What follows belongs to an exercise in optimizing a design on an open flow for small area; a production flow would make more cautious choices. Where RTL was checked, it was by simulation tests only, not by an equivalence proof against the original. No functional check of the RTL was part of run 7. No activity file was given, so power comes from the tool's default toggle rates. The clock port is modelled as an ideal driver; clocking choices that lean on that would not hold on a real chip.

### design/flow/config.mk
export PLATFORM = sky130hd
export DESIGN_NAME = id_stage
export DESIGN_NICKNAME = id_stage
export VERILOG_FILES = /design/flow/design.v
export SDC_FILE = /design/flow/constraint.sdc
export NUM_CORES = 4
export LEC_CHECK = 0
export CAP_MARGIN = 20
export CORE_MARGIN = 2
export CORE_UTILIZATION = 40
export SLEW_MARGIN = 20
### design/flow/constraint.sdc
create_clock -name core_clock -period 6.0 [get_ports {CLK}]
set_input_delay 1.2000 -clock core_clock [delete_from_list [all_inputs] [get_ports {CLK}]]
set_output_delay 1.2000 -clock core_clock [all_outputs]
set_load 0.01 [all_outputs]
### design/flow/design.v
package mips_pkg;
  localparam int unsigned REG_AW = 5;
  localparam logic [5:0] OP_RTYPE = 6'h00;
  localparam logic [5:0] OP_BEQ   = 6'h04;
  localparam logic [5:0] OP_ANDI  = 6'h0C;
  localparam logic [5:0] OP_ORI   = 6'h0D;
  localparam logic [5:0] OP_XORI  = 6'h0E;
  localparam logic [5:0] OP_LW    = 6'h23;
  localparam logic [31:0] MIPS_NOP = 32'h0000_0000;
  function automatic logic [31:0] imm_ext(input logic [31:0] ins);
    logic [5:0] op;
    op = ins[31:26];
    if (op == OP_ANDI || op == OP_ORI || op == OP_XORI)
      imm_ext = {16'h0000, ins[15:0]};
    else
      imm_ext = {{16{ins[15]}}, ins[15:0]};
  endfunction
endpackage
import mips_pkg::*;
module id_regfile
(
  input  logic              CLK,
  input  logic              RST,
  input  logic [REG_AW-1:0] ra1,
  input  logic [REG_AW-1:0] ra2,
  output logic [31:0]       rd1,
  output logic [31:0]       rd2,
  input  logic              we,
  input  logic [REG_AW-1:0] wa,
  input  logic [31:0]       wd
);
  logic [31:0] regs [0:31];
  always_ff @(posedge CLK) begin
    if (RST) begin
      for (int i = 0; i < 32; i++) regs[i] <= 32'h0;
    end else if (we && wa != '0) begin
      regs[wa] <= wd;
    end
  end
  assign rd1 = (ra1 == '0) ? 32'h0 : regs[ra1];
  assign rd2 = (ra2 == '0) ? 32'h0 : regs[ra2];
endmodule
import mips_pkg::*;
module id_stage
#(
  parameter logic [31:0] NOP_INS  = MIPS_NOP,
  parameter logic [31:0] RESET_PC = 32'h0000_0000
)(
  input  logic              CLK,
  input  logic              RST,
  input  logic [31:0]       Ins,
  input  logic [31:0]       nextPC,
  input  logic              flush,
  input  logic              ex_memread,
  input  logic [REG_AW-1:0] ex_rt,
  input  logic              wb_we,
  input  logic [REG_AW-1:0] wb_addr,
  input  logic [31:0]       wb_data,
  output logic              stall,
  output logic              id_valid,
  output logic [31:0]       id_pc,
  output logic [5:0]        id_opcode,
  output logic [5:0]        id_funct,
  output logic [REG_AW-1:0] id_rs,
  output logic [REG_AW-1:0] id_rt,
  output logic [REG_AW-1:0] id_rd,
  output logic [31:0]       id_rs_data,
  output logic [31:0]       id_rt_data,
  output logic [31:0]       id_imm,
  output logic [31:0]       id_br_target
);
  logic [31:0]       ins_q;
  logic [31:0]       pc_q;
  logic              valid_q;
  logic              stall_w;
  logic [REG_AW-1:0] rs;
  logic [REG_AW-1:0] rt;
  logic [31:0]       imm;
  always_ff @(posedge CLK) begin
    if (RST || flush) begin
      ins_q   <= NOP_INS;
      pc_q    <= RESET_PC;
      valid_q <= 1'b0;
    end else if (!stall_w) begin
      ins_q   <= Ins;
      pc_q    <= nextPC;
      valid_q <= 1'b1;
    end
  end
  assign rs  = ins_q[25:21];
  assign rt  = ins_q[20:16];
  assign imm = mips_pkg::imm_ext(ins_q);
  assign stall_w = valid_q && ex_memread && (ex_rt != '0) &&
                   ((ex_rt == rs) || (ex_rt == rt));
  assign stall        = stall_w;
  assign id_valid     = valid_q;
  assign id_pc        = pc_q;
  assign id_opcode    = ins_q[31:26];
  assign id_rs        = rs;
  assign id_rt        = rt;
  assign id_rd        = ins_q[15:11];
  assign id_funct     = ins_q[5:0];
  assign id_imm       = imm;
  assign id_br_target = pc_q + (imm << 2);
  id_regfile u_regfile (
    .CLK (CLK),
    .RST (RST),
    .ra1 (rs),
    .ra2 (rt),
    .rd1 (id_rs_data),
    .rd2 (id_rt_data),
    .we  (wb_we),
    .wa  (wb_addr),
    .wd  (wb_data)
  );
endmodule
### design/flow/run.sh
#!/bin/bash
# synth_recipe.tcl (not shown) runs the flow's synth.tcl, then flattens the netlist and writes it again
# the make line also repeats each setting of config.mk as NAME=value (left out here)
make -C /OpenROAD-flow-scripts/flow DESIGN_CONFIG=/design/flow/config.mk WORK_HOME=/design/flow/orfs CLKGATE_MAP_FILE= SYNTH_SCRIPT=/design/flow/synth_recipe.tcl finish
==> metrics.md, run 1 <==
| Metric | Value |
|---|---|
| Status | `complete, no violations` |
| Final routed DRC violation total | `0` |
| Leak pwr | `22.79 nW` |
| Die area | `149,500 um2` |
| Root Driver | `clkbuf_16` |
| Gate Count Post-Synth | `3,718` |
| Fmax | `0.1766 GHz` |
| Worst vdd ir | `0.2261 mV` |
| Post-CTS setup buffers | `0` |
| Clock Sinks | `1,099` |
| Post-DP HPWL | `125,000 um` |
| Post-layout util | `46.77%` |
| Largest family of logic cells by synthesized area | `multiplexers` |
| RSZ-0062 raised after global routing | `no` |
| Synthesized area per cell | `15.75 um2` |
| Compound-Gate Fraction of Synth Area | `0.9700%` |
| CTS tree | `yes` |
| Slew Limit Fails | `0` |
| Synth Area in Simple Gates | `12.86%` |
| Yosys top cell area share | `52.51%` |
| Initial Util | `40.23%` |
| Iteration-0 DRC Markers | `5,026` |
| Largest net degree at the start of global routing | `69` |
| WP data required | `4.80 ns` |
| Critical Path Fanout Max | `11` |
| Minimum clock period | `5.663 ns` |
| GRT Overall Usage | `27.19%` |
| Multiplexer share of the synthesized area | `26.83%` |
| Total number of vias | `36,378` |
| Distinct cells, synth | `53` |
| Wirelength, routed | `204,300 um` |
| Sequential area share after synthesis | `55.07%` |
| #FFs+latches synth | `1,099` |
| Synth top area cells | `edfxtp_1 (53%), mux4_2 (25%), and2_1 (11%)` |
| Global-route wire length before repair | `284,600 um` |
| Most frequent cells in the layout | `edfxtp_1 (1,024), and2_1 (995), mux4_2 (640), clkdlybuf4s50_1 (298), nor2_1 (152)` |
| Final net count | `4,063` |
| Row Count | `140` |
| Crit Path Class | `flip-flop to output pin` |
| CP Capture Type | `output pin` |
| Setup_tns | `0 ns` |
| Area Growth Syn to Fin | `16.25%` |
| Type of the worst min-delay path | `flip-flop to flip-flop` |
| Chip width | `386.6 um` |
| I/O pins | `300` |
| Synthesized area | `58,560 um2` |
| CTS Buffer Depth | `3` |
| Port bufs | `299` |
| Post-Synth XOR/XNOR Area | `0.5384%` |
| Antenna viol nets, final | `0` |
| Max-cap viol count | `0` |
| Clk latency of the worst-skew pair | `0.75 ns` |
| Synthesized-area fraction occupied by adder cells | `0.6538%` |
| Fin crit share | `94.38%` |
| Number of synthesized flops with an enable pin | `1,024` |
| Startpoint Class | `flip-flop` |
| Initial antenna violation count | `32` |
| Die Span Y | `386.6 um` |
| Hold violation count in the final report | `0` |
| Power Dens Cells | `275.0 nW/um2` |
| Core area | `145,600 um2` |
| Most common cell after layout, fill and taps aside | `edfxtp_1` |
| Total gr overflow | `0` |
| Clock slew at reported path FFs | `0.06 ns` |
| Clock Skews | `0.01778 ns` |
| Most used flip-flop cell after synthesis | `edfxtp_1` |
| DR WL/cell | `34.33 um` |
| Number of global-route vias before repair | `36,415` |
| Filler cells | `12,439` |
| GPL Wtd Cong | `0.8701` |
| Setup violations, final | `0` |
| Ratio of cells with drive above 1 in the final layout | `26.17%` |
| Synth warnings | `2` |
| DR pass1 iterations | `6` |
| Synth area leader | `edfxtp_1` |
| # resized after CTS | `0` |
| WP data arrival | `4.46 ns` |
| Slew @ Worst Pin | `1.227 ns` |
| Ys async rst share | `0%` |
| Via density per instance | `6.113` |
| Inserted Clock Buffers | `116` |
| Relative slew slack | `18.19%` |
| Htree depth | `3` |
| Cts hold-fix bufs | `0` |
## final timing paths
check / startpoint / to / slack [ns] / cells after the start
worst min register to register: ins_q[26] / ins_q[26] / 0.53 / 2
worst min-delay path: ins_q[26] / ins_q[26] / 0.53 / 2
worst max register to register: ins_q[19] / ins_q[30] / 3.14 / 9
worst max-delay path: ins_q[29] / id_br_target[31] / 0.34 / 12
## cell families (layout without fill, tap and decap cells)
group           after synthesis  in the layout
simple gates               1288           1288
flops                      1099           1099
mux                         770            770
buf+inv                     408            679
compound gates               86             86
xor+xnor                     36             36
fa+ha+maj                    30             30
other cells                   1             46
## registers in the layout, indices dropped and copies added (netlist names), named ones only
signal / flops
ins_q: 32
u_regfile.regs: 1024
pc_q: 32
valid_q: 1
## synthesized netlist by cell type (2+ instances only)
cell type,instances
o31ai_1,4
buf_2,49
a21o_1,4
nand3b_1,4
o21a_1,5
or3_1,2
buf_1,27
o21bai_1,2
nor3_1,10
buf_4,42
o211ai_1,3
nand3_1,13
a211oi_1,6
or3b_2,2
or4_1,3
xnor2_1,20
buf_6,6
nand4_1,9
mux2i_1,130
edfxtp_1,1024
a2111oi_0,3
ha_1,29
a21boi_1,2
inv_1,8
a21oi_1,23
o21ai_0,16
a31oi_1,4
clkbuf_1,276
mux4_2,640
nor3b_1,2
a21boi_0,2
and2_1,995
dfxtp_1,75
nor2_1,182
xor2_1,16
o21ai_1,2
or2_2,32
nand2_1,26
nor2b_1,5
a221oi_1,2
## metal layers
layer	wire length, um	vias to the layer above	GRT usage, %
met1	78780	19031	36.60
met2	94780	2270	42.60
met4	9107	2	11.31
met5	14	-	0
met3	21640	436	6.216
li1	-	14639	-
## final cells by class
class | instances | area (um2) | area share [%]
flip-flops and latches | 1099 | 32280 | 47.42
clock inverters | 69 | 685.7 | 1.007
multi-input cells | 2242 | 24890 | 36.57
repair buffers | 455 | 4599 | 6.756
clock buffers | 147 | 3152 | 4.630
inverters | 8 | 30.03 | 0.04411
diodes | 14 | 35.03 | 0.05146
well taps | 1917 | 2399 | 3.523
## worst max-delay path, cell delays in order (launching register included)
cell,delay (ns)
dfxtp_1,0.35
nand2_1,0.07
a2111oi_1,0.41
nor2b_2,0.23
ha_1,0.43
a21oi_1,0.25
o21ai_1,0.17
a211o_1,0.33
a221oi_1,0.32
a21boi_0,0.20
a21boi_1,0.23
xnor2_1,0.16
clkdlybuf4s50_1,0.56
## where the power goes
part	total, mW	leakage [nW]	switching (mW)	internal [mW]
clock	7.41	1.89	3.16	4.25
sequential	9.04	10.4	0.259	8.78
combinational	2.27	10.5	1.20	1.06
## per-stage QoR
step	cells	hold slack (ns)	power (mW)	worst slack (ns)	instance area (um2)
global placement	5721	0.4957	11.42	1.020	64200
floorplan	3749	0.5407	10.36	1.207	58680
CTS	5937	0.5181	18.78	0.2195	68040
detailed placement	5721	0.5025	11.45	1.052	64200
global route	5944	0.5485	19.20	0.0005453	68060
finish	5951	0.5264	18.72	0.3372	68080
==> run 2: changes to the inputs <==
--- a/design/flow/design.v
+++ b/design/flow/design.v
@@ -31,12 +31,33 @@
 );
-  logic [31:0] regs [0:31];
-  always_ff @(posedge CLK) begin
-    if (RST) begin
-      for (int i = 0; i < 32; i++) regs[i] <= 32'h0;
-    end else if (we && wa != '0) begin
-      regs[wa] <= wd;
+  logic [31:0] regs [1:31];
+  logic [31:0] vld;
+  logic [31:1] wen;
+  logic [31:1] nsel1, nsel2;
+  logic        ok1, ok2;
+  always_comb begin
+    for (int i = 1; i < 32; i++) begin
+      wen[i]   = we && (wa == 5'(i));
+      nsel1[i] = !(vld[i] && ra1 == 5'(i));
+      nsel2[i] = !(vld[i] && ra2 == 5'(i));
     end
   end
-  assign rd1 = (ra1 == '0) ? 32'h0 : regs[ra1];
-  assign rd2 = (ra2 == '0) ? 32'h0 : regs[ra2];
+  always_ff @(posedge CLK) begin
+    for (int i = 1; i < 32; i++)
+      if (wen[i]) regs[i] <= wd;
+  end
+  always_ff @(posedge CLK) begin
+    if (RST) vld[31:1] <= '0;
+    else     vld[31:1] <= vld[31:1] | wen;
+  end
+  assign vld[0] = 1'b0;
+  assign ok1 = !(&nsel1);
+  assign ok2 = !(&nsel2);
+  always_comb begin
+    rd1 = {32{ok1}};
+    rd2 = {32{ok2}};
+    for (int i = 1; i < 32; i++) begin
+      rd1 = rd1 & (regs[i] | {32{nsel1[i]}});
+      rd2 = rd2 & (regs[i] | {32{nsel2[i]}});
+    end
+  end
 endmodule
==> design/flow/flow/run.sh (new file) <==
#!/bin/bash
# Standard ORFS layout with two changes: port buffers use the smallest buffer
# cell, and CTS uses large sink clusters without dummy loads.
set -euo pipefail
export BUFFER_PORTS_ARGS="-buffer_cell sky130_fd_sc_hd__buf_1"
export CTS_ARGS="-sink_clustering_enable -repair_clock_nets -dont_use_dummy_load -root_buf sky130_fd_sc_hd__clkbuf_16 -buf_list sky130_fd_sc_hd__clkbuf_8 -sink_clustering_size 14 -sink_clustering_max_diameter 80"
bash standard.sh > standard.log 2>&1
==> design/flow/standard.sh (new file) <==
#!/bin/bash
# synth_recipe.tcl (not shown) runs the flow's synth.tcl, then flattens the netlist and writes it again
# the make line also repeats each setting of config.mk as NAME=value (left out here)
make -C /OpenROAD-flow-scripts/flow DESIGN_CONFIG=/design/flow/config.mk WORK_HOME=/design/flow/orfs CLKGATE_MAP_FILE= SYNTH_SCRIPT=/design/flow/synth_recipe.tcl "${@:-finish}"
--- a/design/flow/config.mk
+++ b/design/flow/config.mk
@@ -9,3 +9,4 @@
 export CORE_MARGIN = 2
-export CORE_UTILIZATION = 40
+export CORE_UTILIZATION = 50
+export SETUP_SLACK_MARGIN = 0.2
 export SLEW_MARGIN = 20
removed: design/flow/run.sh
==> run 2 against run 1 <==
Still clean on timing, DRC and antenna. Count of clock-buffer cells in the layout is 59 lower. Global-route usage up 19 points. Cell count decreased by 18%. Routed wire length grew 9.2%. Clock power down 47%. Clock skew barely moved. Critical path type unchanged. Design area decreased by 27%. Sequential share of layout area rose by 16 points. Combinational power down 81%.
==> metrics.md, run 2 <==
| Metric | Value |
|---|---|
| Synth cell count leaders | `edfxtp_1 (992), o22ai_1 (938), nor2_1 (328)` |
| Synthesized-area fraction occupied by adder cells | `0.8484% (+0.19 points)` |
| Post-DP HPWL | `112,900 um (-9.7%)` |
| Row Count | `110 (-21%)` |
| Ratio of cells with drive above 1 in the final layout | `9.445% (-17 points)` |
| Synth top area cells | `edfxtp_1 (66%), o22ai_1 (13%), dfxtp_1 (4.3%)` |
| Type of the worst min-delay path | `flip-flop to flip-flop` |
| Port bufs | `299 (unchanged)` |
| Relative slew slack | `12.17% (-6.0 points)` |
| Total number of vias | `39,717 (+9.2%)` |
| Post-Synth XOR/XNOR Area | `0.6599% (+0.12 points)` |
| RSZ-0062 raised after global routing | `no` |
| WP data required | `4.80 ns (about the same)` |
| Setup_tns | `0 ns (unchanged)` |
| Synth warnings | `4 (+2)` |
| Htree depth | `3 (unchanged)` |
| Critical Path Fanout Max | `33 (+22)` |
| Max reg flops | `992 (-3.1%)` |
| Clock Skews | `0.01754 ns (-0.0002363 ns)` |
| Startpoint Class | `flip-flop` |
| Multiplexer share of the synthesized area | `1.420% (-25 points)` |
| Via density per instance | `8.181 (+34%)` |
| Clk latency of the worst-skew pair | `0.65 ns (-0.10 ns)` |
| Biggest regs | `u_regfile.regs (992), ins_q (32), pc_q (32)` |
| Comb pwr share | `3.4% (-8.7 points)` |
| Ys async rst share | `0% (unchanged)` |
| Seq pwr share | `65.9% (+18 points)` |
| Die Span Y | `304.4 um (-21%)` |
| Leak pwr | `16.52 nW (-28%)` |
| Largest family of logic cells by synthesized area | `compound AO/OA/AOI/OAI gates` |
| Compound-Gate Fraction of Synth Area | `14.59% (+14 points)` |
| CP top delay family | `simple AND/OR/NAND/NOR gates` |
| Clock power frac | `30.7% (-8.9 points)` |
| Most numerous cell in the Yosys netlist | `edfxtp_1` |
| Crit path cell chain | `nor3b_1, nand3_2, buf_4, nand4_1, or4_4, nor4_4, buf_4, nor3_1, buf_1` |
| Cts hold-fix bufs | `0 (unchanged)` |
| Final net count | `3,817 (-6.1%)` |
| Final routed DRC violation total | `0 (unchanged)` |
| Hold violation count in the final report | `0 (unchanged)` |
| Most common cell after layout, fill and taps aside | `edfxtp_1` |
| Yosys top cell area share | `66.01% (+14 points)` |
| Iteration-0 DRC Markers | `9,806 (+95%)` |
| Final Hold Slack | `0.5402 ns (+0.01372 ns)` |
| Gate Count Post-Synth | `3,410 (-8.3%)` |
| Clock slew at reported path FFs | `0.09 ns (+0.03 ns)` |
| WP buf/inv | `3 (+2)` |
| Core area | `89,740 um2 (-38%)` |
| Wirelength, routed | `223,200 um (+9.2%)` |
| GRT Overall Usage | `46.66% (+19 points)` |
| Die area | `92,670 um2 (-38%)` |
| Clock Sinks | `1,088 (-1.0%)` |
| Max-cap viol count | `0 (unchanged)` |
| Layout Cells excl Fill | `4,855 (-18%)` |
| I/O pins | `300 (unchanged)` |
| Area Growth Syn to Fin | `9.962%` |
| Number of global-route vias before repair | `36,689 (+0.75%)` |
| Root Driver | `clkbuf_16` |
| WP data arrival | `4.32 ns (-0.14 ns)` |
| CP Capture Type | `output pin` |
| Initial antenna violation count | `11 (-66%)` |
| Most used flip-flop cell after synthesis | `edfxtp_1` |
| #FFs+latches synth | `1,088 (-1.0%)` |
| Sequential area share after synthesis | `70.27% (+15 points)` |
| Worst vdd ir | `0.2073 mV (-8.4%)` |
| Post-CTS setup buffers | `0 (unchanged)` |
| Crit Path Class | `flip-flop to output pin` |
| Power Dens Cells | `257.9 nW/um2 (-6.2%)` |
| DR pass1 iterations | `14 (+8)` |
| DP Cell Count | `4,760 (-17%)` |
| Initial Util | `50.29% (+10 points)` |
| Post-Place Cell Area | `48,230 um2 (-25%)` |
| Fmax | `0.1810 GHz (+2.5%)` |
| Synth Area in Simple Gates | `9.673% (-3.2 points)` |
| Slew @ Worst Pin | `1.314 ns (+0.08709 ns)` |
| CP max stage delay | `0.84 ns (+0.28 ns)` |
| CTS Buffer Depth | `3 (unchanged)` |
| Synth area leader | `edfxtp_1` |
| Slowest cell on crit path | `buf_4` |
| Global-route wire length before repair | `297,600 um (+4.6%)` |
| CTS tree | `yes` |
| GPL Wtd Cong | `0.9363 (+7.6%)` |
| CP dominant cell by count | `buf_4` |
| Distinct cells, synth | `53 (unchanged)` |
| Largest net degree at the start of global routing | `66 (-4.3%)` |
| Total gr overflow | `0 (unchanged)` |
| Synthesized area per cell | `13.23 um2 (-16%)` |
| Largest Register | `u_regfile.regs` |
| Final Cell Area | `49,620 um2 (-27%)` |
| Number of synthesized flops with an enable pin | `992 (-3.1%)` |
| Most frequent cells in the layout | `edfxtp_1 (992), o22ai_1 (938), nor2_1 (297), buf_1 (270), nor4_1 (209)` |
| Setup violations, final | `0 (unchanged)` |
| Net Switching | `2.867 mW (-38%)` |
| Inserted Clock Buffers | `88 (-24%)` |
| Status | `complete, no violations` |
| Antenna viol nets, final | `0 (unchanged)` |
| Slew Limit Fails | `0 (unchanged)` |
| DR WL/cell | `45.97 um (+34%)` |
| Int Pwr | `9.929 mW (-30%)` |
| Chip width | `304.4 um (-21%)` |
| Synthesized area | `45,130 um2 (-23%)` |
| Minimum clock period | `5.524 ns (-0.1390 ns)` |
| # resized after CTS | `0 (unchanged)` |
| Fin crit share | `92.06% (-2.3 points)` |
| Tot Pwr | `12.80 mW (-32%)` |
| Switch share | `22.40% (-2.3 points)` |
==> run 2: cell type report <==
type                    count  area [um2]
diodes                      5       12.51
clock buffers              88        1313
fillers                  7452       40110
inverters                   9       33.78
multi-input cells        2060       12830
flip-flops and latches   1088       31710
well taps                1176        1471
repair buffers            429        2251
==> run 2: worst min-delay path, cell delays in order, from the launching register on <==
cell     delay (ns)
dfxtp_1        0.36
mux2i_1        0.08
nor2_1         0.07
==> run 2: final timing paths <==
path | start | endpoint | slack, ns | cells past startpoint
min reg2reg | pc_q[0] | pc_q[0] | 0.54 | 2
max reg2reg | ins_q[20] | ins_q[5] | 3.36 | 7
max | ins_q[25] | id_rs_data[11] | 0.48 | 9
min | pc_q[0] | pc_q[0] | 0.54 | 2
==> run 2: per-layer routing <==
layer	wire length, um	vias to the layer above	global-route usage (%)	share of wire [%]
li1	-	14430	-	-
met1	72870	18830	60.33	33
met2	89020	5112	64.94	40
met3	43930	1333	21.58	20
met4	17220	12	25.73	7.7
met5	138	-	0.5168	0.062
==> run 2: cells by family after synthesis <==
group | Yosys count
AOI/OAI and AO/OA | 1039
xor gates and xnor gates | 34
adders and majority gates | 30
buffers and inverters | 262
DFF | 1088
muxes | 64
and+or+nand+nor | 893
==> run 2: power by group through the flow <==
stage,registers [mW],clock network (mW),logic (mW)
6_report,8.44,3.92,0.438
5_1_grt,8.44,4.14,0.462
4_1_cts,8.43,3.88,0.421
3_5_place_dp,8.61,0,0.421
3_3_place_gp,8.60,0,0.409
2_1_floorplan,8.58,0,0.177
==> run 2: metrics by stage <==
| step | worst slack, ns | util, % |
|---|---|---|
| floorplan | 0.9418 | - |
| global placement | 1.409 | 53.62 |
| detailed placement | 1.345 | 53.74 |
| CTS | 0.6431 | 55.21 |
| global route | 0.4300 | 55.29 |
| finish | 0.4762 | 55.30 |
==> run 3: changes to the inputs <==
==> design/flow/flow/run.sh (replaced) <==
#!/bin/bash
# Standard ORFS layout with two changes: port buffers use the smallest buffer
# cell, and CTS uses large sink clusters without dummy loads.
set -euo pipefail
export BUFFER_PORTS_ARGS="-buffer_cell sky130_fd_sc_hd__buf_1"
export CTS_ARGS="-sink_clustering_enable -repair_clock_nets -dont_use_dummy_load -root_buf sky130_fd_sc_hd__clkbuf_16 -buf_list sky130_fd_sc_hd__clkbuf_16 -sink_clustering_size 24 -sink_clustering_max_diameter 120"
bash standard.sh > standard.log 2>&1
--- a/design/flow/config.mk
+++ b/design/flow/config.mk
@@ -7,3 +7,3 @@
 export LEC_CHECK = 0
-export CAP_MARGIN = 20
+export CAP_MARGIN = 0
 export CORE_MARGIN = 2
@@ -11,2 +11,2 @@
 export SETUP_SLACK_MARGIN = 0.2
-export SLEW_MARGIN = 20
+export SLEW_MARGIN = 0
==> run 3 against run 2 <==
The layout now fails its checks (max-capacitance violations, max-slew violations). Worst hold slack better by 0.0050 ns. Clock power hardly changed. Count of clock-buffer cells in the layout is 37 lower. Synthesized cell count stayed put. Via count is 0.62% lower. Largest cell class unchanged. Design area is 0.44% lower. Utilization is 0.24 points lower. Critical endpoint is now id_rs_data[30]. Setup slack worse by 0.0092 ns. Register-to-register slack worse by 0.05 ns. Sequential power hardly changed. Largest power group unchanged.
==> metrics.md, run 3 <==
| Metric | Value |
|---|---|
| Synth area leader | `edfxtp_1` |
| Clk latency of the worst-skew pair | `0.66 ns (about the same)` |
| Post-place setup slack | `1.315 ns (-0.02938 ns)` |
| GRT Overall Usage | `46.35% (-0.30 points)` |
| Type of the worst min-delay path | `flip-flop to flip-flop` |
| Post-layout util | `55.06% (-0.24 points)` |
| Crit Path Class | `flip-flop to output pin` |
| Global-route wire length before repair | `296,400 um (-0.41%)` |
| Largest Register | `u_regfile.regs` |
| Fail Reasons | `max-capacitance violations, max-slew violations` |
| Clock slew at reported path FFs | `0.10 ns (about the same)` |
| Sequential area share after synthesis | `70.27% (unchanged)` |
| Number of global-route vias before repair | `36,443 (-0.67%)` |
| Gate Count Post-Synth | `3,410 (unchanged)` |
| Tot Pwr | `12.76 mW (-0.26%)` |
| I/O pins | `300 (unchanged)` |
| Final Worst Setup Slack | `0.4670 ns (-0.009225 ns)` |
| Yosys top cell area share | `66.01% (unchanged)` |
| Filler cells | `7,412 (-0.54%)` |
| Post-DP HPWL | `112,200 um (-0.62%)` |
| # resized after CTS | `0 (unchanged)` |
| WP data arrival | `4.33 ns (about the same)` |
| Area Growth Syn to Fin | `9.477%` |
| Fin crit share | `92.22% (+0.15 points)` |
| Via density per instance | `8.201 (+0.25%)` |
| Inserted Clock Buffers | `51 (-42%)` |
| Most frequent cells in the layout | `edfxtp_1 (992), o22ai_1 (938), buf_1 (299), nor2_1 (297), nor4_1 (209)` |
| Setup_tns | `0 ns (unchanged)` |
| Total gr overflow | `0 (unchanged)` |
| Htree depth | `2 (-1)` |
| Distinct cells, synth | `53 (unchanged)` |
| Clock Sinks | `1,088 (unchanged)` |
| Initial Util | `50.29% (unchanged)` |
| Iteration-0 DRC Markers | `9,840 (+0.35%)` |
| Core area | `89,740 um2 (unchanged)` |
| Origin of the critical flop-to-flop path | `ins_q[22]` |
| Clock Skews | `0.03855 ns (+0.02101 ns)` |
| Fmax | `0.1807 GHz (-0.17%)` |
| Hold Startpoint | `ins_q[10]` |
| Biggest regs | `u_regfile.regs (992), ins_q (32), pc_q (32)` |
| Slew @ Worst Pin | `1.521 ns (+0.2067 ns)` |
| Relative slew slack | `-1.643% (-14 points)` |
| Cts hold-fix bufs | `0 (unchanged)` |
| Row Count | `110 (unchanged)` |
| Synth cell count leaders | `edfxtp_1 (992), o22ai_1 (938), nor2_1 (328)` |
| CTS tree | `yes` |
| RSZ-0062 raised after global routing | `no` |
| Largest net degree at the start of global routing | `66 (unchanged)` |
| Chip width | `304.4 um (unchanged)` |
| Startpoint Class | `flip-flop` |
| Synthesized area per cell | `13.23 um2 (unchanged)` |
| Leak pwr | `16.32 nW (-1.2%)` |
| Origin of the worst setup path | `ins_q[25]` |
| Most common cell after layout, fill and taps aside | `edfxtp_1` |
| Final net count | `3,774 (-1.1%)` |
| Number of synthesized flops with an enable pin | `992 (unchanged)` |
| Hold violation count in the final report | `0 (unchanged)` |
| Initial antenna violation count | `6 (-5)` |
| Wirelength, routed | `222,100 um (-0.48%)` |
| Worst vdd ir | `0.2258 mV (+9.0%)` |
| Minimum clock period | `5.533 ns (+0.009225 ns)` |
| Port bufs | `299 (unchanged)` |
| #FFs+latches synth | `1,088 (unchanged)` |
| Root Driver | `clkbuf_16` |
| CTS Buffer Depth | `3 (unchanged)` |
| Critical Path Fanout Max | `33 (unchanged)` |
| Status | `complete, but fails checks` |
| Synthesized area | `45,130 um2 (unchanged)` |
| DR pass1 iterations | `14 (unchanged)` |
| Most used flip-flop cell after synthesis | `edfxtp_1` |
| Ratio of cells with drive above 1 in the final layout | `7.574% (-1.9 points)` |
| Ys async rst share | `0% (unchanged)` |
| Die Span Y | `304.4 um (unchanged)` |
| Final routed DRC violation total | `0 (unchanged)` |
| Synth warnings | `4 (unchanged)` |
| Max-cap viol count | `1 (+1)` |
| Antenna viol nets, final | `0 (unchanged)` |
| GPL Wtd Cong | `0.9363 (unchanged)` |
| Power Dens Cells | `258.3 nW/um2 (+0.18%)` |
| Post-CTS setup buffers | `0 (unchanged)` |
| Setup violations, final | `0 (unchanged)` |
| Max reg flops | `992 (unchanged)` |
| CP Capture Type | `output pin` |
| Final Hold Slack | `0.5452 ns (+0.004994 ns)` |
| Total number of vias | `39,471 (-0.62%)` |
| Die area | `92,670 um2 (unchanged)` |
| WP data required | `4.80 ns (about the same)` |
| Synth top area cells | `edfxtp_1 (66%), o22ai_1 (13%), dfxtp_1 (4.3%)` |
| Most numerous cell in the Yosys netlist | `edfxtp_1` |
| DR WL/cell | `46.15 um (+0.39%)` |
| Slew Limit Fails | `22 (+22)` |
-- run 3: worst paths after layout --
path         cells after the start              to  slack [ns]
min reg2reg                      2       ins_q[10]        0.55
max                              9  id_rs_data[30]        0.47
min                              2       ins_q[10]        0.55
max reg2reg                      8        ins_q[6]        3.31
-- run 3: stage by stage --
step | instance area, um2 | instances
after detailed placement | 48110 | 4756
after global routing | 49390 | 4808
after floorplan | 45130 | 3410
after global placement | 48110 | 4756
final | 49400 | 4813
after CTS | 49390 | 4807
-- run 3: layout make-up --
| cell class | count | area (um2) | area share, % |
|---|---|---|---|
| Multi-Input combinational cell | 2060 | 12830 | 25.97 |
| Antenna cell | 6 | 15.01 | 0.03039 |
| Inverter | 9 | 33.78 | 0.06838 |
| Tap cell | 1176 | 1471 | 2.978 |
| Timing Repair Buffer | 423 | 2066 | 4.181 |
| Sequential cell | 1088 | 31710 | 64.18 |
| Clock buffer | 51 | 1276 | 2.583 |
-- run 3: routing by layer --
| layer | track usage [%] | vias up | share of wire (%) |
|---|---|---|---|
| li1 | - | 14348 | - |
| met1 | 60.45 | 18859 | 33 |
| met2 | 64.44 | 5027 | 40 |
| met5 | 0 | - | 0.0099 |
| met3 | 21.48 | 1233 | 20 |
| met4 | 24.55 | 4 | 7.3 |
-- run 3: cells by family (layout without fill, tap and decap cells) --
group,after synthesis,in the layout,share of synthesized area (%)
mux,64,64,1.420
flops,1088,1088,70.27
buf+inv,262,483,2.545
simple gates,893,893,9.673
xor+xnor,34,34,0.6599
compound gates,1039,1039,14.59
other cells,0,6,0
fa+ha+maj,30,30,0.8484
-- run 3: critical path, stage by stage (launching register included) --
cell	delay [ns]
dfxtp_1	0.57
nor3b_1	0.20
nand3_2	0.11
buf_4	0.77
nand4_1	0.23
or4_4	0.60
nor4_4	0.31
buf_4	0.51
nor3_1	0.17
buf_1	0.16
-- run 3: power breakdown --
group / internal, mW / total (mW) / switching (mW)
combinational: 0.105 / 0.431 / 0.326
sequential: 8.36 / 8.44 / 0.0753
clock: 1.52 / 3.89 / 2.37
total: 9.99 / 12.8 / 2.77
==> run 4: changes to the inputs <==
--- a/design/flow/config.mk
+++ b/design/flow/config.mk
@@ -7,3 +7,3 @@
 export LEC_CHECK = 0
-export CAP_MARGIN = 0
+export CAP_MARGIN = 20
 export CORE_MARGIN = 2
@@ -11,2 +11,2 @@
 export SETUP_SLACK_MARGIN = 0.2
-export SLEW_MARGIN = 0
+export SLEW_MARGIN = 20
==> run 4 against run 3 <==
Now clean on timing, DRC and antenna. Count of clock-buffer cells in the layout unchanged. Fmax down 0.54%. Highest routed layer unchanged. First-iteration DRC count is 2.3% higher. Critical path type unchanged. Synthesized area stayed put. Global-route usage about the same. Via count grew 0.22%.
==> metrics.md, run 4 <==
| Metric | Value |
|---|---|
| CP dominant cell by count | `buf_4` |
| Gate Count Post-Synth | `3,410 (unchanged)` |
| Synth top area cells | `edfxtp_1 (66%), o22ai_1 (13%), dfxtp_1 (4.3%)` |
| Synth cell count leaders | `edfxtp_1 (992), o22ai_1 (938), nor2_1 (328)` |
| Status | `complete, no violations` |
| Clock power frac | `30.5% (about the same)` |
| Net Switching | `2.776 mW (about the same)` |
| Setup violations, final | `0 (unchanged)` |
| WP data required | `4.80 ns (about the same)` |
| Iteration-0 DRC Markers | `10,066 (+2.3%)` |
| Root Driver | `clkbuf_16` |
| GRT Max-Usage Layer | `met2` |
| M3 GR Usage | `19.93% (-1.6 points)` |
| Wirelength, routed | `222,300 um (about the same)` |
| Max-cap viol count | `0 (-1)` |
| GPL Wtd Cong | `0.9363 (unchanged)` |
| Htree depth | `2 (unchanged)` |
| Final net count | `3,780 (+0.16%)` |
| Ys async rst share | `0% (unchanged)` |
| GRT Overall Usage | `46.37% (about the same)` |
| Port bufs | `299 (unchanged)` |
| Yosys top cell area share | `66.01% (unchanged)` |
| Global-route wire length before repair | `296,500 um (about the same)` |
| Int Pwr | `9.991 mW (about the same)` |
| Crit path cell chain | `nor3b_1, nand3_2, buf_4, nand4_1, or4_4, nor4_4, buf_4, nor3_1, buf_1` |
| Switch share | `21.74% (about the same)` |
| Number of synthesized flops with an enable pin | `992 (unchanged)` |
| Via density per instance | `8.209 (about the same)` |
| CTS Buffer Depth | `3 (unchanged)` |
| Most frequent cells in the layout | `edfxtp_1 (992), o22ai_1 (938), nor2_1 (297), buf_1 (270), nor4_1 (209)` |
| Slew Limit Fails | `0 (-100%)` |
| Biggest regs | `u_regfile.regs (992), ins_q (32), pc_q (32)` |
| WP data arrival | `4.36 ns (+0.03 ns)` |
| Setup_tns | `0 ns (unchanged)` |
| RSZ-0062 raised after global routing | `no` |
| Met2 Use GR | `64.91% (+0.47 points)` |
| Max reg flops | `992 (unchanged)` |
| Row Count | `110 (unchanged)` |
| Inserted Clock Buffers | `51 (unchanged)` |
| Slowest cell on crit path | `buf_4` |
| Minimum clock period | `5.563 ns (+0.03008 ns)` |
| Final Worst Setup Slack | `0.4369 ns (-0.03008 ns)` |
| Synthesized area | `45,130 um2 (unchanged)` |
| Hold violation count in the final report | `0 (unchanged)` |
| Worst vdd ir | `0.2659 mV (+18%)` |
| Crit Path Class | `flip-flop to output pin` |
| Fin crit share | `92.72% (+0.50 points)` |
| Largest Register | `u_regfile.regs` |
| Area Growth Syn to Fin | `9.887%` |
| Seq pwr share | `66.1% (about the same)` |
| Type of the worst min-delay path | `flip-flop to flip-flop` |
| Cts hold-fix bufs | `0 (unchanged)` |
| Clock slew at reported path FFs | `0.10 ns (about the same)` |
| Antenna viol nets, final | `0 (unchanged)` |
| Total number of vias | `39,559 (+0.22%)` |
| Most numerous cell in the Yosys netlist | `edfxtp_1` |
| Total gr overflow | `0 (unchanged)` |
| Slew @ Worst Pin | `1.362 ns (-0.1588 ns)` |
| CP Capture Type | `output pin` |
| Core area | `89,740 um2 (unchanged)` |
| Die area | `92,670 um2 (unchanged)` |
| CP top delay family | `simple AND/OR/NAND/NOR gates` |
| Final routed DRC violation total | `0 (unchanged)` |
| Initial Util | `50.29% (unchanged)` |
| Distinct cells, synth | `53 (unchanged)` |
| Clock Skews | `0.02821 ns (-0.01034 ns)` |
| DP Cell Count | `4,760 (+0.084%)` |
| Post-place setup slack | `1.345 ns (+0.02938 ns)` |
| GRT met1 Usage | `60.96% (+0.52 points)` |
| DR WL/cell | `46.12 um (about the same)` |
| Leak pwr | `16.47 nW (+0.91%)` |
| Synth warnings | `4 (unchanged)` |
| CTS tree | `yes` |
| Clk latency of the worst-skew pair | `0.66 ns (about the same)` |
| Layout Cells excl Fill | `4,819 (+0.12%)` |
| Most common cell after layout, fill and taps aside | `edfxtp_1` |
| Power Dens Cells | `257.5 nW/um2 (-0.34%)` |
| Initial antenna violation count | `7 (+1)` |
| # resized after CTS | `0 (unchanged)` |
| Chip width | `304.4 um (unchanged)` |
| CP max stage delay | `0.83 ns (+0.06 ns)` |
| Largest net degree at the start of global routing | `66 (unchanged)` |
| WP buf/inv | `3 (unchanged)` |
| Synthesized area per cell | `13.23 um2 (unchanged)` |
| #FFs+latches synth | `1,088 (unchanged)` |
| I/O pins | `300 (unchanged)` |
| Post-CTS setup buffers | `0 (unchanged)` |
| Relative slew slack | `8.969% (+11 points)` |
| DR pass1 iterations | `12 (-2)` |
| Ratio of cells with drive above 1 in the final layout | `8.524% (+0.95 points)` |
| Fmax | `0.1798 GHz (-0.54%)` |
| Clock Sinks | `1,088 (unchanged)` |
| Comb pwr share | `3.4% (about the same)` |
| Most used flip-flop cell after synthesis | `edfxtp_1` |
| Number of global-route vias before repair | `36,356 (-0.24%)` |
| Critical Path Fanout Max | `33 (unchanged)` |
| Die Span Y | `304.4 um (unchanged)` |
| Sequential area share after synthesis | `70.27% (unchanged)` |
| Post-DP HPWL | `112,900 um (+0.62%)` |
| Synth area leader | `edfxtp_1` |
| Startpoint Class | `flip-flop` |
run 4: cell counts after synthesis:
No cell type changed its count.
run 4: power by group through the flow:
stage | clock network (mW) | logic [mW] | registers, mW
2_1_floorplan | 0 | 0.177 | 8.58
3_3_place_gp | 0 | 0.409 | 8.60
3_5_place_dp | 0 | 0.421 | 8.61
4_1_cts | 3.84 | 0.421 | 8.43
5_1_grt | 4.09 | 0.461 | 8.44
6_report | 3.89 | 0.436 | 8.44
run 4: logic make-up after synthesis:
group	share of synthesized area (%)
flip-flops	70.27
AND/OR/NAND/NOR	9.673
multiplexers	1.420
XOR/XNOR	0.6599
buffers and inverters	2.545
AO/OA/AOI/OAI	14.59
adder cells (fa/ha/maj)	0.8484
run 4: metal layers:
layer,share of wire (%),routed length (um)
met5,0.012,26
met1,33,73300
met4,7.4,16400
met3,19,43340
met2,40,89200
run 4: layout make-up:
| type | count | area (um2) |
|---|---|---|
| timing repair buffer | 429 | 2251 |
| antenna | 6 | 15.01 |
| multi-input combinational | 2060 | 12830 |
| sequential | 1088 | 31710 |
| tap | 1176 | 1471 |
| inverter | 9 | 33.78 |
| fill | 7439 | 40150 |
| clock buffer | 51 | 1276 |
run 4: worst paths after layout:
check | startpoint | slack, ns | cells past startpoint | to
hold / removal | pc_q[0] | 0.54 | 2 | pc_q[0]
setup reg to reg | ins_q[22] | 3.33 | 8 | pc_q[9]
hold reg to reg | pc_q[0] | 0.54 | 2 | pc_q[0]
setup / recovery | ins_q[25] | 0.44 | 9 | id_rs_data[8]
run 4: metrics by stage:
step	hold WS (ns)	utilization [%]	power [mW]	area [um2]
finish	0.5405	55.26	12.77	49590
global route	0.5671	55.25	13.00	49580
CTS	0.5442	55.16	12.70	49500
detailed placement	0.5225	53.74	9.027	48230
global placement	0.4988	53.62	9.014	48110
floorplan	0.4622	-	8.762	45130
run 4: worst reg2reg max path, stage by stage (launching register included):
cell	delay (ns)
dfxtp_1	0.56
xor2_1	0.19
nor3_1	0.07
nand3_1	0.07
o31ai_1	0.10
o2111ai_4	0.27
buf_4	0.77
mux2i_1	0.42
nor2_1	0.07
==> run 5: changes to the inputs <==
==> design/flow/flow/run.sh (replaced) <==
#!/bin/bash
# Standard ORFS layout with two changes: port buffers use the smallest buffer
# cell, and CTS uses large sink clusters without dummy loads.
set -euo pipefail
export BUFFER_PORTS_ARGS="-buffer_cell sky130_fd_sc_hd__buf_1"
export CTS_ARGS="-sink_clustering_enable -repair_clock_nets -dont_use_dummy_load -root_buf sky130_fd_sc_hd__clkbuf_16 -buf_list sky130_fd_sc_hd__clkbuf_16 -sink_clustering_size 30 -sink_clustering_max_diameter 150"
bash standard.sh > standard.log 2>&1
--- a/design/flow/config.mk
+++ b/design/flow/config.mk
@@ -9,4 +9,4 @@
 export CORE_MARGIN = 2
-export CORE_UTILIZATION = 50
-export SETUP_SLACK_MARGIN = 0.2
+export CORE_UTILIZATION = 60
+export SETUP_SLACK_MARGIN = 0.1
 export SLEW_MARGIN = 20
==> run 5 against run 4 <==
Sequential power hardly changed. Design area is 1.1% lower. Still clean on timing, DRC and antenna. Worst hold slack better by 0.00056 ns. Critical path type unchanged.
==> metrics.md, run 5 <==
| Metric | Value |
|---|---|
| Status | `complete, no violations` |
| Clk latency of the worst-skew pair | `0.64 ns (-0.02 ns)` |
| Setup_tns | `0 ns (unchanged)` |
| Max-cap viol count | `0 (unchanged)` |
| Inserted Clock Buffers | `42 (-18%)` |
| Synthesized area | `45,130 um2 (unchanged)` |
| Largest net degree at the start of global routing | `66 (unchanged)` |
| Post-Place Cell Area | `47,910 um2 (-0.66%)` |
| Slew Limit Fails | `0 (unchanged)` |
| Tot Pwr | `12.40 mW (-2.9%)` |
| Cts hold-fix bufs | `0 (unchanged)` |
| Max reg flops | `992 (unchanged)` |
| Filler cells | `5,417 (-27%)` |
| Fin crit share | `90.81% (-1.9 points)` |
| Initial Util | `60.62% (+10 points)` |
| Yosys top cell area share | `66.01% (unchanged)` |
| Synth cell count leaders | `edfxtp_1 (992), o22ai_1 (938), nor2_1 (328)` |
| Post-Synth XOR/XNOR Area | `0.6599% (unchanged)` |
| Slowest cell on crit path | `buf_4` |
| GRT Overall Usage | `52.54% (+6.2 points)` |
| Compound-Gate Fraction of Synth Area | `14.59% (unchanged)` |
| GPL Wtd Cong | `0.9967 (+6.5%)` |
| Ys async rst share | `0% (unchanged)` |
| Port bufs | `299 (unchanged)` |
| WP data required | `4.80 ns (about the same)` |
| Total number of vias | `40,092 (+1.3%)` |
| Hold Startpoint | `ins_q[29]` |
| CTS tree | `yes` |
| Synth Area in Simple Gates | `9.673% (unchanged)` |
| Number of synthesized flops with an enable pin | `992 (unchanged)` |
| Worst vdd ir | `0.2491 mV (-6.3%)` |
| Fmax | `0.1835 GHz (+2.1%)` |
| Multiplexer share of the synthesized area | `1.420% (unchanged)` |
| Largest family of logic cells by synthesized area | `compound AO/OA/AOI/OAI gates` |
| Wirelength, routed | `209,200 um (-5.9%)` |
| Gate Count Post-Synth | `3,410 (unchanged)` |
| Most used flip-flop cell after synthesis | `edfxtp_1` |
| Most frequent cells in the layout | `edfxtp_1 (992), o22ai_1 (938), nor2_1 (297), buf_1 (268), nor4_1 (209)` |
| Root Driver | `clkbuf_16` |
| Ratio of cells with drive above 1 in the final layout | `8.073% (-0.45 points)` |
| #FFs+latches synth | `1,088 (unchanged)` |
| WP data arrival | `4.25 ns (-0.11 ns)` |
| CP max stage delay | `0.80 ns (-0.03 ns)` |
| Minimum clock period | `5.449 ns (-0.1143 ns)` |
| Sequential area share after synthesis | `70.27% (unchanged)` |
| Largest Register | `u_regfile.regs` |
| CP dominant cell by count | `buf_4` |
| Clock slew at reported path FFs | `0.11 ns (about the same)` |
| Slew @ Worst Pin | `1.274 ns (-0.08856 ns)` |
| Post-CTS setup buffers | `0 (unchanged)` |
| DR WL/cell | `45.51 um (-1.3%)` |
| Chip width | `278.3 um (-8.6%)` |
| Synth top area cells | `edfxtp_1 (66%), o22ai_1 (13%), dfxtp_1 (4.3%)` |
| Biggest regs | `u_regfile.regs (992), ins_q (32), pc_q (32)` |
| Final Cell Area | `49,060 um2 (-1.1%)` |
| Synth warnings | `4 (unchanged)` |
| Final net count | `3,760 (-0.53%)` |
| DR pass1 iterations | `16 (+4)` |
| Clock Sinks | `1,088 (unchanged)` |
| Area taken by flip-flops and latches | `31,710 um2 (unchanged)` |
| Total gr overflow | `0 (unchanged)` |
| Via density per instance | `8.721 (+6.2%)` |
| Synthesized area per cell | `13.23 um2 (unchanged)` |
| Initial antenna violation count | `7 (unchanged)` |
| Area taken by multi-input logic gates | `12,830 um2 (about the same)` |
| Distinct cells, synth | `53 (unchanged)` |
| Setup violations, final | `0 (unchanged)` |
| Synthesized-area fraction occupied by adder cells | `0.8484% (unchanged)` |
| Hold violation count in the final report | `0 (unchanged)` |
| Post-DP HPWL | `103,300 um (-8.5%)` |
| RSZ-0062 raised after global routing | `no` |
| Type of the worst min-delay path | `flip-flop to flip-flop` |
| Critical Path Fanout Max | `33 (unchanged)` |
| Final routed DRC violation total | `0 (unchanged)` |
| Leak pwr | `16.32 nW (-0.91%)` |
| Clock Skews | `0.02661 ns (-0.001594 ns)` |
| Crit Path Class | `flip-flop to output pin` |
| Synth area leader | `edfxtp_1` |
| Origin of the worst setup path | `ins_q[18]` |
| Row Count | `100 (-9.1%)` |
| Relative slew slack | `14.89% (+5.9 points)` |
| Power Dens Cells | `252.8 nW/um2 (-1.8%)` |
| Startpoint Class | `flip-flop` |
| Iteration-0 DRC Markers | `10,724 (+6.5%)` |
| Crit path cell chain | `nor2b_1, nand3_2, buf_4, nand4_1, or4_1, nor4_4, buf_4, nor3_1, buf_1` |
| Most numerous cell in the Yosys netlist | `edfxtp_1` |
| CP Capture Type | `output pin` |
| Die area | `77,420 um2 (-16%)` |
| Core area | `74,450 um2 (-17%)` |
| I/O pins | `300 (unchanged)` |
| Number of global-route vias before repair | `36,908 (+1.5%)` |
| # resized after CTS | `0 (unchanged)` |
| Most common cell after layout, fill and taps aside | `edfxtp_1` |
| Origin of the critical flop-to-flop path | `ins_q[17]` |
| Htree depth | `2 (unchanged)` |
| Antenna viol nets, final | `0 (unchanged)` |
| CTS Buffer Depth | `3 (unchanged)` |
| Global-route wire length before repair | `281,900 um (-4.9%)` |
| Area Growth Syn to Fin | `8.723%` |
| Die Span Y | `278.3 um (-8.6%)` |
[run 5: cell count changes in the layout (fill, tap and decap cells not counted)]
cell / change
diode_2: +5
clkbuf_16: -9
a2111oi_1: +1
a2111oi_0: -1
buf_12: +2
buf_2: -1
clkbuf_2: +3
buf_4: -13
buf_1: -2
[run 5: cell type report]
class / count / area share (%)
antenna: 11 / 0.05610
inverter: 9 / 0.06885
timing repair buffer: 418 / 4.475
sequential: 1088 / 64.63
tap: 969 / 2.471
multi-input combinational: 2060 / 26.16
clock buffer: 42 / 2.142
[run 5: kinds of logic (layout without fill, tap and decap cells)]
logic type,count (synthesis),in the layout
flip-flops,1088,1088
adder cells (fa/ha/maj),30,30
multiplexers,64,64
AND/OR/NAND/NOR,893,893
buffers and inverters,262,469
AO/OA/AOI/OAI,1039,1039
other,0,11
XOR/XNOR,34,34
[run 5: worst max-delay path: cells and delay by family, from the launching register on]
family,cells,cell delay [ns]
flip-flops,1,0.49
AND/OR/NAND/NOR,6,1.72
buffers and inverters,3,1.32
[run 5: power by group]
| group | total (mW) | switching (mW) | internal (mW) |
|---|---|---|---|
| registers | 8.44 | 0.0750 | 8.36 |
| logic | 0.431 | 0.321 | 0.110 |
| clock network | 3.53 | 2.26 | 1.27 |
[run 5: metal layers]
metal  up-vias  share of wire, %  track usage [%]
li1      14356                 -                -
met1     18698                31            66.74
met2      5423                39            71.58
met3      1599                21            26.57
met4        16               9.7            32.49
met5         -             0.087                0
[run 5: metrics by stage]
| stage | hold WS [ns] | utilization, % | worst slack [ns] | cells |
|---|---|---|---|---|
| 2_1_floorplan | 0.4622 | - | 0.9418 | 3410 |
| 3_3_place_gp | 0.4986 | 64.12 | 1.262 | 4535 |
| 3_5_place_dp | 0.5178 | 64.35 | 1.504 | 4542 |
| 4_1_cts | 0.5410 | 65.76 | 0.8137 | 4584 |
| 5_1_grt | 0.5608 | 65.87 | 0.5588 | 4587 |
| 6_report | 0.5410 | 65.91 | 0.5513 | 4597 |
[run 5: final timing paths]
kind	slack [ns]	end	depth (start not counted)
hold reg to reg	0.54	ins_q[29]	2
setup reg to reg	3.33	ins_q[6]	7
hold / removal	0.54	ins_q[29]	2
setup / recovery	0.55	id_rt_data[22]	9
==> run 6: changes to the inputs <==
==> design/flow/flow/run.sh (replaced) <==
#!/bin/bash
# Standard ORFS layout with two changes: port buffers use the smallest buffer
# cell, and CTS uses large sink clusters without dummy loads.
set -euo pipefail
export BUFFER_PORTS_ARGS="-buffer_cell sky130_fd_sc_hd__buf_1"
export CTS_ARGS="-sink_clustering_enable -repair_clock_nets -dont_use_dummy_load -root_buf sky130_fd_sc_hd__clkbuf_16 -buf_list sky130_fd_sc_hd__clkbuf_16 -sink_clustering_size 26 -sink_clustering_max_diameter 120"
bash standard.sh > standard.log 2>&1
==> run 6 against run 5 <==
Still clean on timing, DRC and antenna. First-iteration DRC count decreased by 2.3%. Clock skew is essentially flat. Count of clock-buffer cells in the layout up 5. Design area up 0.20%. Die area did not move. Synthesized cell count stayed put. Clock power increased by 6%. Worst hold slack lost 0.0027 ns. Largest power group unchanged. Highest routed layer unchanged.
==> metrics.md, run 6 <==
| Metric | Value |
|---|---|
| Status | `complete, no violations` |
| Clock Sinks | `1,088 (unchanged)` |
| Clock Skews | `0.02649 ns (-0.0001284 ns)` |
| Global-route wire length before repair | `281,700 um (about the same)` |
| Most numerous cell in the Yosys netlist | `edfxtp_1` |
| Max-cap viol count | `0 (unchanged)` |
| Largest Register | `u_regfile.regs` |
| Post-DP HPWL | `103,300 um (unchanged)` |
| Ys async rst share | `0% (unchanged)` |
| Initial antenna violation count | `5 (-2)` |
| Minimum clock period | `5.352 ns (-0.09677 ns)` |
| Root Driver | `clkbuf_16` |
| DR pass1 iterations | `15 (-1)` |
| Layout Cells excl Fill | `4,598 (+0.022%)` |
| GRT Overall Usage | `52.58% (about the same)` |
| CTS Buffer Depth | `3 (unchanged)` |
| Type of the worst min-delay path | `flip-flop to flip-flop` |
| Slew Limit Fails | `0 (unchanged)` |
| Total gr overflow | `0 (unchanged)` |
| Gate Count Post-Synth | `3,410 (unchanged)` |
| Synthesized-area fraction occupied by adder cells | `0.8484% (unchanged)` |
| Sequential area share after synthesis | `70.27% (unchanged)` |
| GPL Wtd Cong | `0.9967 (unchanged)` |
| Synth area leader | `edfxtp_1` |
| Distinct cells, synth | `53 (unchanged)` |
| DP Cell Count | `4,542 (unchanged)` |
| Wirelength, routed | `209,700 um (+0.21%)` |
| Critical Path Fanout Max | `33 (unchanged)` |
| Synth warnings | `4 (unchanged)` |
| Post-CTS setup buffers | `0 (unchanged)` |
| Largest net degree at the start of global routing | `66 (unchanged)` |
| WP data required | `4.80 ns (about the same)` |
| Largest family of logic cells by synthesized area | `compound AO/OA/AOI/OAI gates` |
| Core area | `74,450 um2 (unchanged)` |
| DR WL/cell | `45.60 um (+0.19%)` |
| Startpoint Class | `flip-flop` |
| Clk latency of the worst-skew pair | `0.65 ns (about the same)` |
| Antenna viol nets, final | `0 (unchanged)` |
| Cts hold-fix bufs | `0 (unchanged)` |
| Clock slew at reported path FFs | `0.10 ns (about the same)` |
| Leak pwr | `16.37 nW (+0.33%)` |
| Most used flip-flop cell after synthesis | `edfxtp_1` |
| Die area | `77,420 um2 (unchanged)` |
| #FFs+latches synth | `1,088 (unchanged)` |
| Compound-Gate Fraction of Synth Area | `14.59% (unchanged)` |
| Hold violation count in the final report | `0 (unchanged)` |
| RSZ-0062 raised after global routing | `no` |
| WP data arrival | `4.15 ns (-0.10 ns)` |
| Fin crit share | `89.20% (-1.6 points)` |
| Relative slew slack | `10.03% (-4.9 points)` |
| Via density per instance | `8.687 (-0.40%)` |
| Crit Path Class | `flip-flop to output pin` |
| Number of global-route vias before repair | `36,908 (unchanged)` |
| Port bufs | `299 (unchanged)` |
| Chip width | `278.3 um (unchanged)` |
| Most common cell after layout, fill and taps aside | `edfxtp_1` |
| Post-layout util | `66.04% (+0.13 points)` |
| Synthesized area | `45,130 um2 (unchanged)` |
| CP Capture Type | `output pin` |
| Synth top area cells | `edfxtp_1 (66%), o22ai_1 (13%), dfxtp_1 (4.3%)` |
| CTS tree | `yes` |
| Final net count | `3,764 (+0.11%)` |
| Tot Pwr | `12.60 mW (+1.6%)` |
| I/O pins | `300 (unchanged)` |
| Die Span Y | `278.3 um (unchanged)` |
| Initial Util | `60.62% (unchanged)` |
| Post-Synth XOR/XNOR Area | `0.6599% (unchanged)` |
| Number of synthesized flops with an enable pin | `992 (unchanged)` |
| Most frequent cells in the layout | `edfxtp_1 (992), o22ai_1 (938), nor2_1 (297), buf_1 (268), nor4_1 (209)` |
| Synthesized area per cell | `13.23 um2 (unchanged)` |
| Biggest regs | `u_regfile.regs (992), ins_q (32), pc_q (32)` |
| Total number of vias | `39,942 (-0.37%)` |
| # resized after CTS | `0 (unchanged)` |
| Setup violations, final | `0 (unchanged)` |
| Final Hold Slack | `0.5383 ns (-0.002732 ns)` |
| Yosys top cell area share | `66.01% (unchanged)` |
| Synth Area in Simple Gates | `9.673% (unchanged)` |
| Power Dens Cells | `256.3 nW/um2 (+1.4%)` |
| Slew @ Worst Pin | `1.346 ns (+0.07270 ns)` |
| Multiplexer share of the synthesized area | `1.420% (unchanged)` |
| Setup_tns | `0 ns (unchanged)` |
| Synth cell count leaders | `edfxtp_1 (992), o22ai_1 (938), nor2_1 (328)` |
| Worst vdd ir | `0.3336 mV (+34%)` |
| Ratio of cells with drive above 1 in the final layout | `8.175% (+0.10 points)` |
| R2R setup slack | `3.33 ns (about the same)` |
| Row Count | `100 (unchanged)` |
| Fmax | `0.1868 GHz (+1.8%)` |
| Area Growth Syn to Fin | `8.939%` |
| Max reg flops | `992 (unchanged)` |
| Iteration-0 DRC Markers | `10,477 (-2.3%)` |
| Htree depth | `2 (unchanged)` |
| Inserted Clock Buffers | `47 (+12%)` |
| Final routed DRC violation total | `0 (unchanged)` |
run 6: cell counts after synthesis:
Identical to the previous run, type by type.
run 6: worst paths after layout:
path,startpoint,end,cells past startpoint
worst max-delay path,ins_q[18],id_rt_data[22],9
worst min register to register,ins_q[29],ins_q[29],2
worst max register to register,ins_q[17],pc_q[13],7
worst min-delay path,ins_q[29],ins_q[29],2
run 6: stage by stage:
stage	setup WS, ns	area, um2
after floorplan	0.9418	45130
after global placement	1.262	47740
after detailed placement	1.504	47910
after CTS	0.8049	49080
after global routing	0.5600	49140
final	0.6480	49160
run 6: final cells by class:
class / count / area [um2]
well taps: 969 / 1212
inverters: 9 / 33.78
repair buffers: 417 / 2176
flip-flops and latches: 1088 / 31710
clock buffers: 47 / 1176
multi-input cells: 2060 / 12830
diodes: 8 / 20.02
fillers: 5399 / 25280
run 6: per-layer routing:
metal,vias to the layer above,wire length [um],GRT usage [%]
li1,14357,-,-
met2,5372,80960,71.40
met5,-,72,0
met3,1581,43550,26.39
met4,8,20280,33.31
met1,18624,64800,66.82
run 6: worst max-delay path, cell delays in order (launching register included):
cell	delay [ns]
dfxtp_1	0.48
nor2b_1	0.27
nand3_2	0.15
buf_4	0.73
nand4_1	0.21
or4_1	0.64
nor4_4	0.31
buf_4	0.37
nor3_1	0.13
buf_1	0.15
run 6: logic make-up after synthesis:
group           Yosys count
mux                      64
compound gates         1039
simple gates            893
flops                  1088
buf+inv                 262
fa+ha+maj                30
xor+xnor                 34
run 6: report_power, final:
group	switching, mW	leakage (nW)	internal [mW]
combinational	0.321	6.07	0.110
clock	2.32	0.579	1.41
sequential	0.0751	9.72	8.36
total	2.72	16.4	9.88
==> run 7: changes to the inputs <==
--- a/design/flow/design.v
+++ b/design/flow/design.v
@@ -39,4 +39,4 @@
       wen[i]   = we && (wa == 5'(i));
-      nsel1[i] = !(vld[i] && ra1 == 5'(i));
-      nsel2[i] = !(vld[i] && ra2 == 5'(i));
+      nsel1[i] = (ra1 != 5'(i));
+      nsel2[i] = (ra2 != 5'(i));
     end
@@ -52,4 +52,4 @@
   assign vld[0] = 1'b0;
-  assign ok1 = !(&nsel1);
-  assign ok2 = !(&nsel2);
+  assign ok1 = vld[ra1];
+  assign ok2 = vld[ra2];
   always_comb begin
==> design/flow/flow/run.sh (replaced) <==
#!/bin/bash
# Standard ORFS layout with two changes: port buffers use the smallest buffer
# cell, and CTS uses small clock buffers without dummy loads.
set -euo pipefail
export BUFFER_PORTS_ARGS="-buffer_cell sky130_fd_sc_hd__buf_1"
export CTS_ARGS="-sink_clustering_enable -repair_clock_nets -dont_use_dummy_load -buf_list sky130_fd_sc_hd__clkbuf_8 -sink_clustering_size 30"
bash standard.sh > standard.log 2>&1
--- a/design/flow/config.mk
+++ b/design/flow/config.mk
@@ -10,3 +10,2 @@
 export CORE_UTILIZATION = 60
-export SETUP_SLACK_MARGIN = 0.1
 export SLEW_MARGIN = 20
==> run 7 against run 6 <==
The layout now fails its checks (negative setup slack). Clock skew rose by 0.024 ns. Sequential power hardly changed. Power grew 13%.
==> metrics.md, run 7 <==
| Metric | Value |
|---|---|
| Most common cell after layout, fill and taps aside | `edfxtp_1` |
| Die Span Y | `279.3 um (+0.37%)` |
| Max reg flops | `992 (unchanged)` |
| Number of synthesized flops with an enable pin | `992 (unchanged)` |
| Htree depth | `4 (+2)` |
| R2R setup slack | `3.26 ns (-0.07 ns)` |
| Final net count | `4,052 (+7.7%)` |
| Fmax | `0.1663 GHz (-11%)` |
| DR pass1 iterations | `12 (-3)` |
| Ys async rst share | `0% (unchanged)` |
| Final Worst Setup Slack | `-0.01449 ns (-0.6625 ns)` |
| Die area | `77,990 um2 (+0.74%)` |
| Layout Cells excl Fill | `4,892 (+6.4%)` |
| Post-CTS setup buffers | `0 (unchanged)` |
| CP Capture Type | `output pin` |
| Largest net degree at the start of global routing | `65 (-1.5%)` |
| Distinct cells, synth | `54 (+1.9%)` |
| RSZ-0062 raised after global routing | `no` |
| Iteration-0 DRC Markers | `11,277 (+7.6%)` |
| Crit Path Class | `flip-flop to output pin` |
| Clock slew at reported path FFs | `0.06 ns (-0.04 ns)` |
| Initial antenna violation count | `13 (+8)` |
| Reg2Reg Depth | `8 (+1)` |
| Row Count | `100 (unchanged)` |
| CTS Buffer Depth | `3 (unchanged)` |
| Yosys top cell area share | `65.52% (-0.49 points)` |
| Max-cap viol count | `0 (unchanged)` |
| Gate Count Post-Synth | `3,542 (+3.9%)` |
| Most frequent cells in the layout | `edfxtp_1 (992), o22ai_1 (944), nor2_1 (330), buf_1 (270), nand2_1 (177)` |
| Largest Register | `u_regfile.regs` |
| Ratio of cells with drive above 1 in the final layout | `12.46% (+4.3 points)` |
| Global-route wire length before repair | `288,900 um (+2.6%)` |
| Relative slew slack | `14.06% (+4.0 points)` |
| Fail Reasons | `negative setup slack` |
| Reg2reg end | `ins_q[17]` |
| Post-layout util | `68.25% (+2.2 points)` |
| DP Cell Count | `4,705 (+3.6%)` |
| Root Driver | `clkbuf_8` |
| Setup_tns | `-0.01449 ns (-0.01449 ns)` |
| Most used flip-flop cell after synthesis | `edfxtp_1` |
| Type of the worst min-delay path | `flip-flop to flip-flop` |
| Antenna viol nets, final | `0 (unchanged)` |
| Final Hold Slack | `0.4808 ns (-0.05750 ns)` |
| Post-Place Cell Area | `48,500 um2 (+1.2%)` |
| CTS tree | `yes` |
| Hold violation count in the final report | `0 (unchanged)` |
| Power Dens Cells | `280.2 nW/um2 (+9.3%)` |
| Slew Limit Fails | `0 (unchanged)` |
| Cts hold-fix bufs | `0 (unchanged)` |
| Slew @ Worst Pin | `1.285 ns (-0.06185 ns)` |
| Port bufs | `299 (unchanged)` |
| Post-place setup slack | `0.7999 ns (-0.7043 ns)` |
| Area taken by multi-input logic gates | `13,000 um2 (+1.3%)` |
| Total number of vias | `41,589 (+4.1%)` |
| Leak pwr | `16.79 nW (+2.6%)` |
| WP data required | `4.80 ns (about the same)` |
| Post-DP HPWL | `118,800 um (+15%)` |
| Tot Pwr | `14.29 mW (+13%)` |
| Number of global-route vias before repair | `38,199 (+3.5%)` |
| Filler cells | `5,372 (-0.50%)` |
| Clk latency of the worst-skew pair | `0.82 ns (+0.17 ns)` |
| Core area | `74,700 um2 (+0.34%)` |
| Most numerous cell in the Yosys netlist | `edfxtp_1` |
| Synthesized area per cell | `12.84 um2 (-3.0%)` |
| WP data arrival | `4.81 ns (+0.66 ns)` |
| Sequential area share after synthesis | `69.75% (-0.52 points)` |
| Initial Util | `60.87% (+0.25 points)` |
| Synth warnings | `4 (unchanged)` |
| Chip width | `279.3 um (+0.37%)` |
| Status | `complete, but fails checks` |
| DR WL/cell | `43.96 um (-3.6%)` |
| GRT Overall Usage | `54.11% (+1.5 points)` |
| Clock Sinks | `1,088 (unchanged)` |
| I/O pins | `300 (unchanged)` |
| GPL Wtd Cong | `1.026 (+3.0%)` |
| Origin of the worst setup path | `ins_q[25]` |
| Total gr overflow | `0 (unchanged)` |
| #FFs+latches synth | `1,088 (unchanged)` |
| Synth area leader | `edfxtp_1` |
| Minimum clock period | `6.014 ns (+0.6625 ns)` |
| Final Cell Area | `50,980 um2 (+3.7%)` |
| Via density per instance | `8.501 (-2.1%)` |
| Setup crit end | `id_rs_data[24]` |
| Clock Skews | `0.05080 ns (+0.02432 ns)` |
| Inserted Clock Buffers | `169 (+260%)` |
| Origin of the critical flop-to-flop path | `ins_q[25]` |
| Worst vdd ir | `0.2077 mV (-38%)` |
| Wirelength, routed | `215,100 um (+2.6%)` |
| Area Growth Syn to Fin | `12.12%` |
| Area taken by flip-flops and latches | `31,710 um2 (unchanged)` |
| Synth top area cells | `edfxtp_1 (66%), o22ai_1 (13%), dfxtp_1 (4.2%)` |
| Startpoint Class | `flip-flop` |
| Synth cell count leaders | `edfxtp_1 (992), o22ai_1 (944), nor2_1 (361)` |
| Synthesized area | `45,470 um2 (+0.75%)` |
| Final routed DRC violation total | `0 (unchanged)` |
| Setup violations, final | `1 (+1)` |
| Fin crit share | `100.2% (+11 points)` |
| Biggest regs | `u_regfile.regs (992), ins_q (32), pc_q (32)` |
| Critical Path Fanout Max | `20 (-39%)` |
-- run 7: cell count changes after synthesis, sizes merged, moves of 7 or more --
cell | previous run | this run
nor2 | 328 | 361
nand3 | 116 | 87
mux4 | 0 | 18
nor4 | 211 | 156
nand2 | 91 | 239
a21oi | 25 | 93
xnor2 | 14 | 21
clkbuf | 205 | 119
mux2i | 64 | 3
nand4 | 28 | 17
buf | 48 | 146
-- run 7: logic make-up after synthesis --
| group | Yosys count | share of synthesized area [%] |
|---|---|---|
| DFF | 1088 | 69.75 |
| muxes | 23 | 1.062 |
| adders and majority gates | 30 | 0.8421 |
| xor gates and xnor gates | 36 | 0.6935 |
| AOI/OAI and AO/OA | 1112 | 15.24 |
| buffers and inverters | 277 | 2.675 |
| and+or+nand+nor | 976 | 9.742 |
-- run 7: timing repair --
action	in CTS	in global routing
gates resized for setup	1	2
pin swaps	0	0
endpoints found under the setup margin	1	3
-- run 7: worst max-delay path, cell delays in order, from the launching register on --
cell and delay (ns):
dfxtp_1 0.82, nor3b_1 0.33, nand2_2 0.57, buf_4 0.64, o22ai_1 0.21, nor4_1 0.35, nand3_1 0.14, nor3_1 0.67
buf_1 0.22
-- run 7: worst min path at each step --
stage                      from                to  cells past startpoint  slack, ns
4_1_cts               ins_q[26]         ins_q[26]                      2       0.48
5_1_grt               ins_q[28]         ins_q[28]                      2       0.50
2_1_floorplan  u_regfile.vld[3]  u_regfile.vld[3]                      2       0.45
6_report                pc_q[2]           pc_q[2]                      2       0.48
3_3_place_gp            pc_q[2]           pc_q[2]                      2       0.46
3_5_place_dp          ins_q[26]         ins_q[26]                      2       0.47
-- run 7: layer usage --
| layer | share of wire [%] | wire length [um] | up-vias | global-route usage [%] |
|---|---|---|---|---|
| li1 | - | - | 14902 | - |
| met4 | 9.0 | 19310 | 24 | 32.99 |
| met1 | 30 | 64700 | 19287 | 66.36 |
| met3 | 22 | 46720 | 1673 | 30.73 |
| met2 | 39 | 84040 | 5703 | 73.84 |
| met5 | 0.13 | 279 | - | 0.7505 |
-- run 7: cell type report --
cell class	instances	area share, %
multi-input combinational	2177	25.50
antenna	14	0.06872
inverter	12	0.08836
timing repair buffer	463	5.194
tap	969	2.378
sequential	1088	62.20
clock buffer	169	4.563
-- run 7: power by group --
part | leakage, nW | internal [mW] | total (mW) | switching (mW)
logic | 5.85 | 0.180 | 0.675 | 0.495
registers | 9.72 | 8.38 | 8.46 | 0.0783
clock network | 1.22 | 2.47 | 5.15 | 2.68

## port drivers added, routing unchanged
The results above use ideal ports. As a check the final layouts listed here were re-extracted and re-timed, cells and wires unchanged.
Step 1 (the two cells are an assumption about what drives the block):
set clk [get_ports {CLK}]
set_driving_cell -lib_cell sky130_fd_sc_hd__clkbuf_16 $clk
set_driving_cell -lib_cell sky130_fd_sc_hd__buf_2 [delete_from_list [all_inputs] $clk]
Step 2 adds t to the input delays and takes it off the output delays; t is the mean of the earliest and latest rising clock arrival at the registers after step 1. Input paths then give back, and output paths get back, about the clock's delay inside the block.
a / b / c = ideal / step 1 / step 2; a / b = the first two.
run | shift t [ns] | setup WS [ns] | worst setup path at the end
run 1 | 0.827 | 0.337 / 0.255 / 1.082 | register to output
run 2 | 0.711 | 0.476 / 0.409 / 1.120 | register to output
run 3 | 0.736 | 0.467 / 0.391 / 1.127 | register to output
run 4 | 0.734 | 0.437 / 0.362 / 1.097 | register to output
run 5 | 0.694 | 0.551 / 0.479 / 1.173 | register to output
run 6 | 0.715 | 0.648 / 0.585 / 1.300 | register to output
run 7 | 0.892 | -0.014 / -0.085 / 0.807 | register to output
